This is an optimization exercise on Yosys and OpenROAD, whose aim is small area, a short achievable clock period and few clock cycles per item, not a production implementation. Only simulation tests tie the RTL to the original design; equivalence was not proved. Power and IR drop assume default switching activity.

Setup of lane 1:
==> flow/design.v (excerpt) <==
module layer_top (
   input  logic             clk,
   input  logic             reset,
   input  logic             s_valid,
   input  logic             m_ready,
   input  layer_pkg::data_t data_in,
   output logic             s_ready,
   output logic             m_valid,
   output layer_pkg::data_t data_out
);
For scale: ~2800 cells after synthesis.
export LEC_CHECK = 0
export CAP_MARGIN = 20
export CORE_MARGIN = 2
export CORE_UTILIZATION = 30
export SETUP_SLACK_MARGIN = 4.55
export SLEW_MARGIN = 20
export SYNTH_HIERARCHICAL = 1
export SYNTH_MINIMUM_KEEP_SIZE = 0
create_clock -name core_clock -period 7.0 [get_ports {clk}]
run.sh (not shown) runs the stock make flow with config.mk's settings and CLKGATE_MAP_FILE= SYNTH_SCRIPT=/design/flow/synth_recipe.tcl, a recipe that flattens the netlist after the stock synthesis.
Testbench counts of lane 1, summed over its fixed seeds: cycles 6,248, items 384.
### lane 1 -> lane 2
# lane 1
export LEC_CHECK = 0
export CAP_MARGIN = 20
export CORE_MARGIN = 2
export CORE_UTILIZATION = 30
export SETUP_SLACK_MARGIN = 4.55
export SLEW_MARGIN = 20
export SYNTH_HIERARCHICAL = 1
export SYNTH_MINIMUM_KEEP_SIZE = 0
create_clock -name core_clock -period 7.0 [get_ports {clk}]
# lane 2
export LEC_CHECK = 0
export ABC_CLOCK_PERIOD_IN_PS = 2600
export CAP_MARGIN = 20
export CORE_MARGIN = 2
export CORE_UTILIZATION = 30
export SETUP_SLACK_MARGIN = 4.4
export SLEW_MARGIN = 20
export SYNTH_HIERARCHICAL = 1
export SYNTH_MINIMUM_KEEP_SIZE = 0
create_clock -name core_clock -period 7.0 [get_ports {clk}]
Results
Sort lane 1 and lane 2 by power share of the clock group desc -> top: lane 2. The lower time the worst path needs with I/O delays and setup came out of lane 1. Leakage dissipation, lane 1 and lane 2: larger value in lane 1. Relative to lane 1, depth of the most critical reg-to-reg path has decreased by 5 in lane 2. Measured against each other, lane 1 and lane 2 differ in number of buffers inserted during clock tree synthesis, the higher figure coming from lane 1. Design area on lane 2 is down relative to lane 1.
Input-level comparison between lane 3 and lane 2:
# lane 2
export LEC_CHECK = 0
export ABC_CLOCK_PERIOD_IN_PS = 2600
export CAP_MARGIN = 20
export CORE_MARGIN = 2
export CORE_UTILIZATION = 30
export SETUP_SLACK_MARGIN = 4.4
export SLEW_MARGIN = 20
export SYNTH_HIERARCHICAL = 1
export SYNTH_MINIMUM_KEEP_SIZE = 0
create_clock -name core_clock -period 7.0 [get_ports {clk}]
# lane 3
export LEC_CHECK = 0
export CAP_MARGIN = 20
export CORE_MARGIN = 2
export CORE_UTILIZATION = 40
export SETUP_SLACK_MARGIN = 4.4
export SLEW_MARGIN = 20
export SYNTH_HIERARCHICAL = 1
export SYNTH_MINIMUM_KEEP_SIZE = 0
create_clock -name core_clock -period 7.0 [get_ports {clk}]
- Comparing lane 2 against lane 3, there is no change at all in iteration count of the initial detailed-routing pass.
- In lane 3 the total length of routed wires turned out 5.2% higher than in lane 2.
- Taking lane 2 as the reference, in lane 3 clock latency reported for the late side of the worst-skew pair now sits at about the same level; total power now sits higher; total routed wire length on the met1 layer now sits lower; maximum frequency from static timing analysis now sits lower; initial antenna violation count now sits higher.
- Compared with lane 2, lane 3 shows number of filler cells placed in the layout lower by 3789.
- For cell count after placement, dividing the value from lane 2 by the value from lane 3 gives 1.12.
- Summary: with lane 2 as the reference, total power per unit cell area in lane 3 moved up by a few percent.
> inputs changed (lane 3 -> lane 4)
# lane 3
export LEC_CHECK = 0
export CAP_MARGIN = 20
export CORE_MARGIN = 2
export CORE_UTILIZATION = 40
export SETUP_SLACK_MARGIN = 4.4
export SLEW_MARGIN = 20
export SYNTH_HIERARCHICAL = 1
export SYNTH_MINIMUM_KEEP_SIZE = 0
create_clock -name core_clock -period 7.0 [get_ports {clk}]
# lane 4
export LEC_CHECK = 0
export CAP_MARGIN = 20
export CORE_MARGIN = 2
export CORE_UTILIZATION = 30
export SETUP_SLACK_MARGIN = 4.4
export SLEW_MARGIN = 20
export SYNTH_HIERARCHICAL = 1
export SYNTH_MINIMUM_KEEP_SIZE = 0
create_clock -name core_clock -period 7.0 [get_ports {clk}]
==> comparison <==
Compared with lane 3, lane 4 shows maximum number of pins on one net before global-route repair lower by 2.3%.
Proportion of power drawn by combinational gates: lane 4 < lane 3
Areal power density over the cells: lane 4 vs lane 3 down 9.1 nW/µm²
Lane 4 against lane 3: wire length on met3 went down 1.6 mm; fraction of area in clock buffers and inverters -0.17 points.
Lane 4 vs. lane 3: post-layout total power down 0.00028 W; number of core rows up 17.
Summary of lane 4 over lane 3: fill cell instance count of the final layout has increased, routed wire length on met2 has decreased, critical path depth has decreased, worst setup margin has increased.
> inputs changed (lane 4 -> lane 5)
# lane 4
export LEC_CHECK = 0
export CAP_MARGIN = 20
export CORE_MARGIN = 2
export CORE_UTILIZATION = 30
export SETUP_SLACK_MARGIN = 4.4
export SLEW_MARGIN = 20
export SYNTH_HIERARCHICAL = 1
export SYNTH_MINIMUM_KEEP_SIZE = 0
create_clock -name core_clock -period 7.0 [get_ports {clk}]
# lane 5
export LEC_CHECK = 0
export CAP_MARGIN = 20
export CORE_MARGIN = 2
export CORE_UTILIZATION = 30
export CTS_BUF_LIST = sky130_fd_sc_hd__clkbuf_4 sky130_fd_sc_hd__clkbuf_8
export SETUP_SLACK_MARGIN = 4.4
export SLEW_MARGIN = 20
export SYNTH_HIERARCHICAL = 1
export SYNTH_MINIMUM_KEEP_SIZE = 0
create_clock -name core_clock -period 7.0 [get_ports {clk}]
[summary]
- Detailed-router iteration count before antenna repair in lane 5 is 3 below lane 4.
- Routed wire in lane 5 totals more than in lane 4.
- Lane 5 vs. lane 4: sequential cell power level; first-pass GRT wire length moved up; area added between synthesis and finish moved up; multi-input gate share of total cell area moved down.

afterwards: timing with drivers on the ports:
Ports are ideal in the flow. The routed layouts listed here were re-timed in OpenROAD.
Step 1 sets driving cells, clkbuf_16 on the clock port and buf_2 on the other inputs (assumed; they add their load-dependent delay and slew).
Step 2 times the ports against the registers' clock, not the clock port: input delays grow and output delays shrink by t, the midpoint of the rising clock arrivals with the driver on.
Slacks: ideal / step 1 / step 2; pairs: ideal / step 1.
| run | shift t [ns] | setup WS [ns] | hold WS [ns] | latest minus earliest clock arrival (ns) |
|---|---|---|---|---|
| lane 1 | 0.702 | 4.426 / 4.358 / 3.946 | 0.321 / 0.321 / 0.321 | 0.052 / 0.052 |
| lane 2 | 0.691 | 4.415 / 4.379 / 3.847 | 0.325 / 0.325 / 0.325 | 0.038 / 0.038 |
| lane 3 | 0.698 | 4.355 / 4.355 / 3.848 | 0.318 / 0.318 / 0.318 | 0.032 / 0.031 |
| lane 4 | 0.691 | 4.415 / 4.379 / 3.847 | 0.325 / 0.325 / 0.325 | 0.038 / 0.038 |
| lane 5 | 0.812 | 4.303 / 4.240 / 3.687 | 0.308 / 0.308 / 0.308 | 0.092 / 0.091 |
After both steps every run listed still meets setup and hold. For lane 5, which loses most, drivers alone change the setup slack by -0.063 ns; drivers and shift together by -0.616 ns.
